Background: an optimization exercise with open tools, aiming at small area and a short achievable clock period. Do not read the settings as production practice. Function was checked by simulation only, so behaviour that the tests miss may differ from the original. Power figures rest on the tool's default switching activity, not on a simulated workload.

==> flow/design.v, too long to show whole: its modules and the start of the top module <==
// module fir_coeff_regs: 32 lines
// module fir_tap_line: 37 lines
// module fir_mac_tree: 6198 lines
// module fir_filter_top: 52 lines
module fir_filter_top #(
    parameter int DATA_WIDTH = 16                    
) (
    input  logic                               clk,
    input  logic                               rst_n,
    input  logic [DATA_WIDTH-1:0]              data_in,
    input  logic                               data_valid,
    output logic signed [DATA_WIDTH-1:0]       data_out,
    output logic                               data_out_valid,
    input  logic                               coeff_wr,
    input  logic                               coeff_preset,
    input  fir_pkg::fir_shape_e                coeff_preset_sel,
    input  logic [fir_pkg::FIR_ADDR_WIDTH-1:0] coeff_addr,
    input  fir_pkg::fir_coeff_t                coeff_wdata,
    output fir_pkg::fir_coeff_t                coeff_rdata
);
  // ...
==> flow/flow/run.sh <==
#!/bin/bash
# Standard layout, with one netlist pass between synthesis and floorplan:
# flow/fixinv.py flips full adders (FA(~a,~b,~c) = ~FA(a,b,c)) and XOR/XNOR types so that
# fewer inverters sit between the carry-save adder cells. Registers and ports are untouched.
set -euo pipefail
R=orfs/results/${FLOW_PLATFORM}/fir_filter_top/base
bash standard.sh synth > synth.log 2>&1
cp $R/1_2_yosys.v $R/1_2_yosys.std.v
python3 flow/fixinv.py $R/1_2_yosys.std.v $R/1_2_yosys.fix.v > fixinv.log 2>&1
cp $R/1_2_yosys.fix.v $R/1_2_yosys.v
rm -f $R/1_synth.odb $R/1_synth.sdc
bash standard.sh do-1_synth > synth_odb.log 2>&1
bash standard.sh finish > finish.log 2>&1
test -f out/final.def
==> flow/flow/fixinv.py <==
#!/usr/bin/env python3
"""Remove inverters around full-adder cells in a mapped sky130 netlist.

A full adder is self-dual: FA(~a, ~b, ~c) = (~sum, ~cout). So any full adder may be
"flipped": its inputs take the complement and its outputs then carry the complement. This
pass picks, by local search, which full adders to flip so that the fewest signals need an
inverted copy, then rewires the netlist: every pin that read a signal through inverters reads
the signal itself or one shared inverter of it. Registers and ports are untouched.

usage: fixinv.py IN.v OUT.v
"""
import re
import sys
from collections import defaultdict

src = open(sys.argv[1]).read()
mod_start = src.index('module ')
body_start = src.index(');', mod_start) + 2
end = src.rindex('endmodule')
header, body = src[:body_start], src[body_start:end]

inst_re = re.compile(r'^\s*(sky130_fd_sc_hd__\w+)\s+(\S+)\s*\((.*?)\);\s*$', re.S | re.M)
pin_re = re.compile(r'\.(\w+)\(\s*(.*?)\s*\)\s*(?:,|$)', re.S)

cells = []            # [type, name, {pin: net}, start, end]
for m in inst_re.finditer(body):
    pins = dict((p, n.strip()) for p, n in pin_re.findall(m.group(3)))
    cells.append([m.group(1), m.group(2), pins, m.start(), m.end()])

OUTPINS = {'X', 'Y', 'Q', 'Q_N', 'SUM', 'COUT', 'HI', 'LO'}
ports = set()
for m in re.finditer(r'^\s*(input|output|inout)\s+(?:\[[^\]]*\]\s*)?(\S+?)\s*;', body + header, re.M):
    ports.add(m.group(2))

def esc(net):
    return net + ' ' if net.startswith('\\') else net


def is_inv(t):
    return re.match(r'sky130_fd_sc_hd__(clk)?inv_\d+$', t) is not None

def is_fa(t):
    return re.match(r'sky130_fd_sc_hd__fa_\d+$', t) is not None


def is_x(t):
    return re.match(r'sky130_fd_sc_hd__x(n)?or2_\d+$', t) is not None

driver = {}
loads = defaultdict(list)     # net -> [(cell index, pin)]
for ci, (t, n, pins, _, _) in enumerate(cells):
    for p, net in pins.items():
        if p in OUTPINS:
            driver[net] = (ci, p)
        else:
            loads[net].append((ci, p))

def portnet(net):
    base = re.sub(r'\s*\[\d+\]$', '', net).lstrip('\\').strip()
    return base in ports or net.lstrip('\\').strip() in ports

# trace each load pin back through inverter chains: (source net, k inversions mod 2)
def trace(net):
    k = 0
    seen = 0
    while net in driver and is_inv(cells[driver[net][0]][0]) and seen < 8:
        net = cells[driver[net][0]][2]['A']
        k ^= 1
        seen += 1
    return net, k

fa_idx = [ci for ci, c in enumerate(cells) if is_fa(c[0])]
x_idx = [ci for ci, c in enumerate(cells) if is_x(c[0])]
fa_of_net = {}
for ci in fa_idx:
    for p in ('SUM', 'COUT'):
        if p in cells[ci][2]:
            fa_of_net[cells[ci][2][p]] = ci
def xout(ci):
    return cells[ci][2]['X'] if 'X' in cells[ci][2] else cells[ci][2]['Y']


for ci in x_idx:
    fa_of_net[xout(ci)] = ci

# pins to manage: every non-inverter pin whose net is an inverter output (not a port) or an FA output
managed = []          # (ci, pin, src, k)
for ci, (t, n, pins, _, _) in enumerate(cells):
    if is_inv(t):
        continue
    for p, net in pins.items():
        if p in OUTPINS:
            continue
        s, k = trace(net)
        if k == 0 and s not in fa_of_net and not is_fa(t) and not is_x(t):
            continue
        managed.append((ci, p, s, k))

# keep any inverter whose output is a port, or that feeds something we do not manage
# (an inverter feeding an unmanaged pin stays exactly as it is)
flip = defaultdict(int)

def raw_need(ci, s, k):
    fs = flip[fa_of_net[s]] if s in fa_of_net else 0
    fc = flip[ci] if is_fa(cells[ci][0]) else 0
    return fs ^ k ^ fc


def need(ci, s, k):
    # an XOR/XNOR absorbs any input inversion by swapping to the other type
    if is_x(cells[ci][0]):
        return 0
    return raw_need(ci, s, k)

cnt = defaultdict(int)      # src -> number of managed pins needing its complement
by_cell = defaultdict(list)
by_src = defaultdict(list)
for mi, (ci, p, s, k) in enumerate(managed):
    by_cell[ci].append(mi)
    by_src[s].append(mi)
    if need(ci, s, k):
        cnt[s] += 1

def cost_of(srcs):
    return sum(1 for s in srcs if cnt[s] > 0)

def toggle(fi):
    aff = set(by_cell[fi]) if is_fa(cells[fi][0]) else set()
    for p in ('SUM', 'COUT', 'X', 'Y'):
        net = cells[fi][2].get(p)
        if net:
            aff.update(by_src[net])
    srcs = {managed[mi][2] for mi in aff}
    before = cost_of(srcs)
    for mi in aff:
        ci, p, s, k = managed[mi]
        if need(ci, s, k):
            cnt[s] -= 1
    flip[fi] ^= 1
    for mi in aff:
        ci, p, s, k = managed[mi]
        if need(ci, s, k):
            cnt[s] += 1
    return cost_of(srcs) - before

start_cost = sum(1 for s in cnt if cnt[s] > 0)
for it in range(20):
    improved = 0
    for fi in fa_idx + x_idx:
        d = toggle(fi)
        if d < 0:
            improved += 1
        elif d > 0:
            toggle(fi)
        # d == 0: keep (random walk on plateaus is fine)
    if not improved:
        break
# simulated annealing from the greedy result, keeping the best assignment
flippable = fa_idx + x_idx
import math
import random
rng = random.Random(1)
cur = sum(1 for s in cnt if cnt[s] > 0)
best, best_flip = cur, dict(flip)
moves = 60 * len(fa_idx)
for m in range(moves):
    temp = 1.5 * (1 - m / moves) + 0.01
    fi = flippable[rng.randrange(len(flippable))]
    d = toggle(fi)
    if d <= 0 or rng.random() < math.exp(-d / temp):
        cur += d
        if cur < best:
            best, best_flip = cur, dict(flip)
    else:
        toggle(fi)
# restore the best assignment
for fi in flippable:
    if flip[fi] != best_flip.get(fi, 0):
        toggle(fi)
for it in range(20):
    improved = 0
    for fi in fa_idx + x_idx:
        d = toggle(fi)
        if d < 0:
            improved += 1
        elif d > 0:
            toggle(fi)
    if not improved:
        break
end_cost = sum(1 for s in cnt if cnt[s] > 0)

# rewrite connections
existing_inv = {}
for ci, c in enumerate(cells):
    if is_inv(c[0]):
        existing_inv.setdefault(c[2]['A'], c[2]['Y'])
new_cells = []
newnets = []
inv_for = {}
def inv_net(s):
    if s in inv_for:
        return inv_for[s]
    nn = f'_fixinv_{len(inv_for)}_'
    inv_for[s] = nn
    newnets.append(nn)
    new_cells.append(f'  sky130_fd_sc_hd__inv_1 _fixinv_i{len(inv_for)}_ (\n    .A({esc(s)}),\n    .Y({nn})\n  );\n')
    return nn

xpar = defaultdict(int)
for ci, p, s, k in managed:
    if is_x(cells[ci][0]):
        xpar[ci] ^= raw_need(ci, s, k)
    cells[ci][2][p] = inv_net(s) if need(ci, s, k) else s
for ci in x_idx:
    if xpar[ci] ^ flip[ci]:
        t = cells[ci][0]
        pins = cells[ci][2]
        if 'xnor2' in t:
            cells[ci][0] = t.replace('xnor2', 'xor2')
            pins['X'] = pins.pop('Y')
        else:
            cells[ci][0] = t.replace('xor2', 'xnor2')
            pins['Y'] = pins.pop('X')

# drop inverters that no longer drive anything
used = defaultdict(int)
for ci, c in enumerate(cells):
    for p, net in c[2].items():
        if p not in OUTPINS:
            used[net] += 1
keep = []
removed = 0
for ci, c in enumerate(cells):
    if is_inv(c[0]) and used[c[2]['Y']] == 0 and not portnet(c[2]['Y']):
        removed += 1
        continue
    keep.append(ci)
# iterate: removing inverters can orphan inverter chains
changed = True
while changed:
    changed = False
    used = defaultdict(int)
    for ci in keep:
        for p, net in cells[ci][2].items():
            if p not in OUTPINS:
                used[net] += 1
    nk = []
    for ci in keep:
        c = cells[ci]
        if is_inv(c[0]) and used[c[2]['Y']] == 0 and not portnet(c[2]['Y']):
            removed += 1
            changed = True
            continue
        nk.append(ci)
    keep = nk

out = [header]
out.append(''.join(f'  wire {n};\n' for n in newnets))
# keep wire declarations and assigns from the body, then the cells
decls = [l for l in body.split('\n') if re.match(r'\s*(wire|input|output|inout|assign)\b', l)]
out.append('\n'.join(decls) + '\n')
for ci in keep:
    t, n, pins, _, _ = cells[ci]
    out.append(f'  {t} {n} (\n' + ',\n'.join(f'    .{p}({esc(net)})' for p, net in pins.items()) + '\n  );\n')
out.extend(new_cells)
out.append('endmodule\n')
open(sys.argv[2], 'w').write(''.join(out))
nflip = sum(flip[f] for f in fa_idx + x_idx)
sys.stderr.write(f'fixinv: {len(fa_idx)} full adders, {nflip} flipped; inverted copies {start_cost} -> {end_cost}; '
                 f'removed {removed} inverters, added {len(new_cells)}\n')
==> flow/standard.sh <==
#!/bin/bash
# synth_recipe.tcl (not shown) runs the flow's synth.tcl, then flattens the netlist and writes it again
# the make line also repeats each setting of config.mk as NAME=value (left out here)
make -C /OpenROAD-flow-scripts/flow DESIGN_CONFIG=/design/flow/config.mk WORK_HOME=/design/flow/orfs CLKGATE_MAP_FILE= SYNTH_SCRIPT=/design/flow/synth_recipe.tcl "${@:-finish}"
==> flow/config.mk <==
export PLATFORM = sky130hd
export DESIGN_NAME = fir_filter_top
export DESIGN_NICKNAME = fir_filter_top
export VERILOG_FILES = /design/flow/design.v
export SDC_FILE = /design/flow/constraint.sdc
export NUM_CORES = 4
export LEC_CHECK = 0
export ABC_AREA = 1
export CAP_MARGIN = 20
export CORE_MARGIN = 2
export CORE_UTILIZATION = 40
export SETUP_SLACK_MARGIN = 3.0
export SLEW_MARGIN = 20
==> flow/constraint.sdc <==
create_clock -name core_clock -period 7.5 [get_ports {clk}]
set_input_delay 1.5000 -clock core_clock [delete_from_list [all_inputs] [get_ports {clk}]]
set_output_delay 1.5000 -clock core_clock [all_outputs]
set_load 0.01 [all_outputs]
==> impl_metrics.toml, run 1 <==
[run_status]
run_status = "complete, no violations"

[die]
core-area_um2 = 151900
floorplan.initialDensity_pct = 40.32

[critical_path]
critPathArrivalTime_ps = 5190
timing.critical_path.from = "u_tap_line.line_q[179]$_DFFE_PN0P_"
max_stage_delay_ps = 820
timing.critical_path.depth = 8
timing.critical_path.from_type = "register"

[global_routing]
groute.usage.overall_pct = 41.79
grt-busiest-layer = "met2"
grt_first_pass_wirelength_mm = 449.2

[clock_network]
postCtsSetupBuffers = 130
clk_pin_slew_worst_paths_ps = 60
cts-htree-levels = 3
cts_tree = "built"

[logic_synthesis]
number_of_cells_produced_by_synthesis = 6257
synth.net_count = 7433

[power_and_ir_drop]
powerClk_mw = 3.80
power.group.top = "combinational logic"

[sta]
fin_hold_ws_ps = 358.9
setup_viol = 0
grt_setup_unrepaired = "true"
worst-slew-pin-transition_ps = 1163

[drt]
top_layer = "met5"
met1Wirelength_mm = 114.4

[finish]
ff_latch_area_um2 = 12540
design_area_um2 = 69890

[placed_design]
gp_congestion = 1.115
dpl_cell_area_um2 = 63550
hpwl_mm = 255.8
==> run 2, diff against run 1 <==
==> flow/run.sh (new file) <==
#!/bin/bash
# synth_recipe.tcl (not shown) runs the flow's synth.tcl, then flattens the netlist and writes it again
# the make line also repeats each setting of config.mk as NAME=value (left out here)
make -C /OpenROAD-flow-scripts/flow DESIGN_CONFIG=/design/flow/config.mk WORK_HOME=/design/flow/orfs CLKGATE_MAP_FILE= SYNTH_SCRIPT=/design/flow/synth_recipe.tcl finish
removed: flow/flow/run.sh
removed: flow/flow/fixinv.py
removed: flow/standard.sh
==> impl_metrics.toml, run 2 <==
[sta]
clock_skew_ps = 72.14
worst-slew-pin-transition_ps = 1224
slew_headroom_pct = 18.15
fin_hold_ws_ps = 348.1
fin_crit_ps = 4619
grt_setup_unrepaired = "true"
finalWorstSetupSlack_ps = 2881
final_max_slew_viol_count = 0
final.period_utilization_pct = 61.59
fmax_mhz = 216.5
final_hold_viol_count = 0
setup_viol = 0
final.setup.tns_ps = 0

[global_routing]
grt_first_pass_wirelength_mm = 453.7
first_global_vias = 55180
grt.overflow.total = 0
grt_max_degree = 180
grt_antenna_before_repair = 31
groute.usage.overall_pct = 40.62

[die]
dieArea_um2 = 162400
floorplan.io_pins = 74
rows = 146
dieHeight_um = 402.9
floorplan.initialDensity_pct = 40.24
core-area_um2 = 158200
die-width_um = 402.9

[critical_path]
worstReg2RegStart = "u_tap_line.line_q[9]$_DFFE_PN0P_"
critPathMaxFanout = 6
count_of_cells_along_the_worst_register_to_register_path = 9
end_kind = "register"
r2r_slack_ps = 2880
critPathKind = "reg2reg"
critical_path_required_ps = 8100
timing.critical_path.from_type = "register"
crit_end = "u_mac_tree.r2029$_DFF_P_"
worstReg2RegEnd = "u_mac_tree.r2029$_DFF_P_"
critPathArrivalTime_ps = 5220
timing.critical_path.from = "u_tap_line.line_q[9]$_DFFE_PN0P_"

[placed_design]
place_worst_setup_slack_ps = 1841
io_buffers = 73
dpl_cell_area_um2 = 65870
hpwl_mm = 258.0
gp_congestion = 1.114
placed_cells = 8662

[finish]
fin_nets = 8006
multi_input_area_um2 = 45010
largestRegisters = "u_tap_line.line_q (192), u_coeff_regs.bank (128), u_mac_tree.hi_a_q (19)"
design_area_um2 = 71120
area_growth_syn_to_layout_pct = 11.72
top_register = "u_tap_line.line_q"
ff_latch_area_um2 = 12530
finish.utilization_pct = 44.96
highest_count_cells_in_the_layout_ignoring_fill_and_taps = "fa_1 (1052), inv_1 (1049), o22ai_1 (1036), xor2_1 (1017), nand2_1 (526)"
largest_register_ff_count = 192
fraction_of_final_layout_cells_sized_beyond_drive_strength_1_pct = 11.48
fillers = 15520
layout.cells.most_common = "fa_1"
fin_cells = 8978

[power_and_ir_drop]
static-leakage-power_nw = 30.45
total_power_mw = 44.28
vdd_drop_max_uv = 779.6
power.density_nw_per_um2 = 622.6

[logic_synthesis]
async_reset_ff_share_pct = 66.67
netlist-cell-type-count = 51
postSynthRegisterBits = 534
synth_commonest_cells = "inv_1 (1107), fa_1 (1098), o22ai_1 (1040), xor2_1 (1032), nand2_1 (548)"
post_synth.cell_area_avg_um2 = 9.225
seq_area_frac_synth_pct = 19.61
synth_area_um2 = 63660
synth.net_count = 8077
netlist.area_leader.share_pct = 34.53
most_used_standard_cell_by_instance_count_after_synthesis = "inv_1"
number_of_cells_produced_by_synthesis = 6901
synthDominantAreaCellType = "fa_1"
synth_top_flop_cell = "dfrtp_1"
synth_edf_count = 0
netlist_top_cells_area = "fa_1 (35%), xor2_1 (14%), dfrtp_1 (14%)"
synth-warning-count = 3

[clock_network]
cts_tree = "built"
clk_pin_slew_worst_paths_ps = 60
cts-htree-levels = 3
clk_latency_ps = 780
cts-root-buf = "clkbuf_16"
sinks_on_the_clock_net = 534
cts_max_path_buffers = 3
tritoncts_buffer_count = 74

[drt]
antenna_left = 0
remaining_drc_errors = 0
routed-via-count = 55920
post_drt_via_cell_ratio = 6.229
routedWlPerCell_um = 37.06
detailedRoute.firstPassIterationCount = 9
route.final.wire_length_mm = 332.7
detail_route.iter0.violations = 8372

[run_status]
run_status = "complete, no violations"

[min_path]
worstHoldPathType = "reg2reg"

[run]
max-cap-violations = 0
[run 2: worst min path at each step]
stage	startpoint	cells after the start	slack [ps]	endpoint
after floorplan	u_tap_line.window_valid$_DFF_PN0_	0	330	u_mac_tree.prod_valid$_DFF_PN0_
after global placement	u_tap_line.window_valid$_DFF_PN0_	0	330	u_mac_tree.prod_valid$_DFF_PN0_
after detailed placement	u_tap_line.window_valid$_DFF_PN0_	0	340	u_mac_tree.prod_valid$_DFF_PN0_
after CTS	u_tap_line.window_valid$_DFF_PN0_	0	350	u_mac_tree.prod_valid$_DFF_PN0_
after global routing	u_tap_line.window_valid$_DFF_PN0_	0	350	u_mac_tree.prod_valid$_DFF_PN0_
final	u_tap_line.window_valid$_DFF_PN0_	0	350	u_mac_tree.prod_valid$_DFF_PN0_
[run 2: what timing repair did]
item | 4_1_cts | 5_1_grt
cloned | 5 | 1
hold buffers | 0 | 0
pin swaps | 24 | 26
resized for setup | 321 | 204
buffers inserted | 73 | 85
setup endpoints to repair | 231 | 109
[run 2: worst max-delay path, cell delays in order (launching register included)]
cell and delay [ps]:
dfrtp_1 520, clkinvlp_2 400, o22ai_1 300, xor2_1 130
fa_2 790, fa_1 570, fa_1 670, inv_1 110
fa_1 540, fa_1 460
[run 2: layer usage]
metal  share of wire [%]  global-route usage (%)  up-vias
li1                    -                       -    21970
met1                  34                   47.79    28050
met2                  40                   56.97     4575
met3                  16                   21.07     1293
met4                 9.1                   28.24       36
met5                0.12                       0        -
[run 2: logic make-up (layout without fill, tap and decap cells)]
logic type | Yosys count | count (layout) | share of synthesized area, %
buf+inv | 1781 | 1769 | 10.64
compound gates | 1618 | 1618 | 15.21
fa+ha+maj | 1135 | 1135 | 35.26
other cells | 0 | 15 | 0
simple gates | 796 | 798 | 5.022
xor+xnor | 1037 | 1037 | 14.27
flops | 534 | 534 | 19.61
[run 2: area by class of cell]
class / instances / area share (%)
Antenna cell: 15 / 0.05278
Clock buffer: 102 / 2.996
Clock inverter: 35 / 0.7565
Inverter: 1304 / 7.472
Multi-Input combinational cell: 4588 / 63.28
Sequential cell: 534 / 17.61
Tap cell: 2072 / 3.645
Timing Repair Buffer: 326 / 4.162
Timing Repair inverter: 2 / 0.01759
[run 2: power by group]
group	total, mW	switching [mW]	internal, mW
clock	3.95	1.70	2.25
sequential	5.01	0.663	4.34
combinational	35.3	22.0	13.3

==> what the ideal ports hide <==
Ports are ideal in the flow. The routed layouts listed here were re-timed in OpenROAD. Step 1: set_driving_cell puts a clkbuf_16 on clk and a buf_2 on each other input, an assumption about the parent block. Step 2 adds t to the input delays and takes it off the output delays; t is the mean of the earliest and latest rising clock arrival at the registers after step 1. Input paths then give back, and output paths get back, about the clock's delay inside the block. Slacks: ideal / step 1 / step 2; pairs: ideal / step 1.
| run | t, ns | slack for setup (ns) | worst setup path at the end | cell pins on the clock port's net |
|---|---|---|---|---|
| run 1 | 0.794 | 2.903 / 2.775 / 2.528 | input to register | 1 |
| run 2 | 0.812 | 2.881 / 2.881 / 2.614 | input to register | 1 |
After both steps every run listed still meets setup and hold. The setup slack of run 1, which loses most, moves by -0.128 ns with the drivers and by -0.375 ns with both steps.
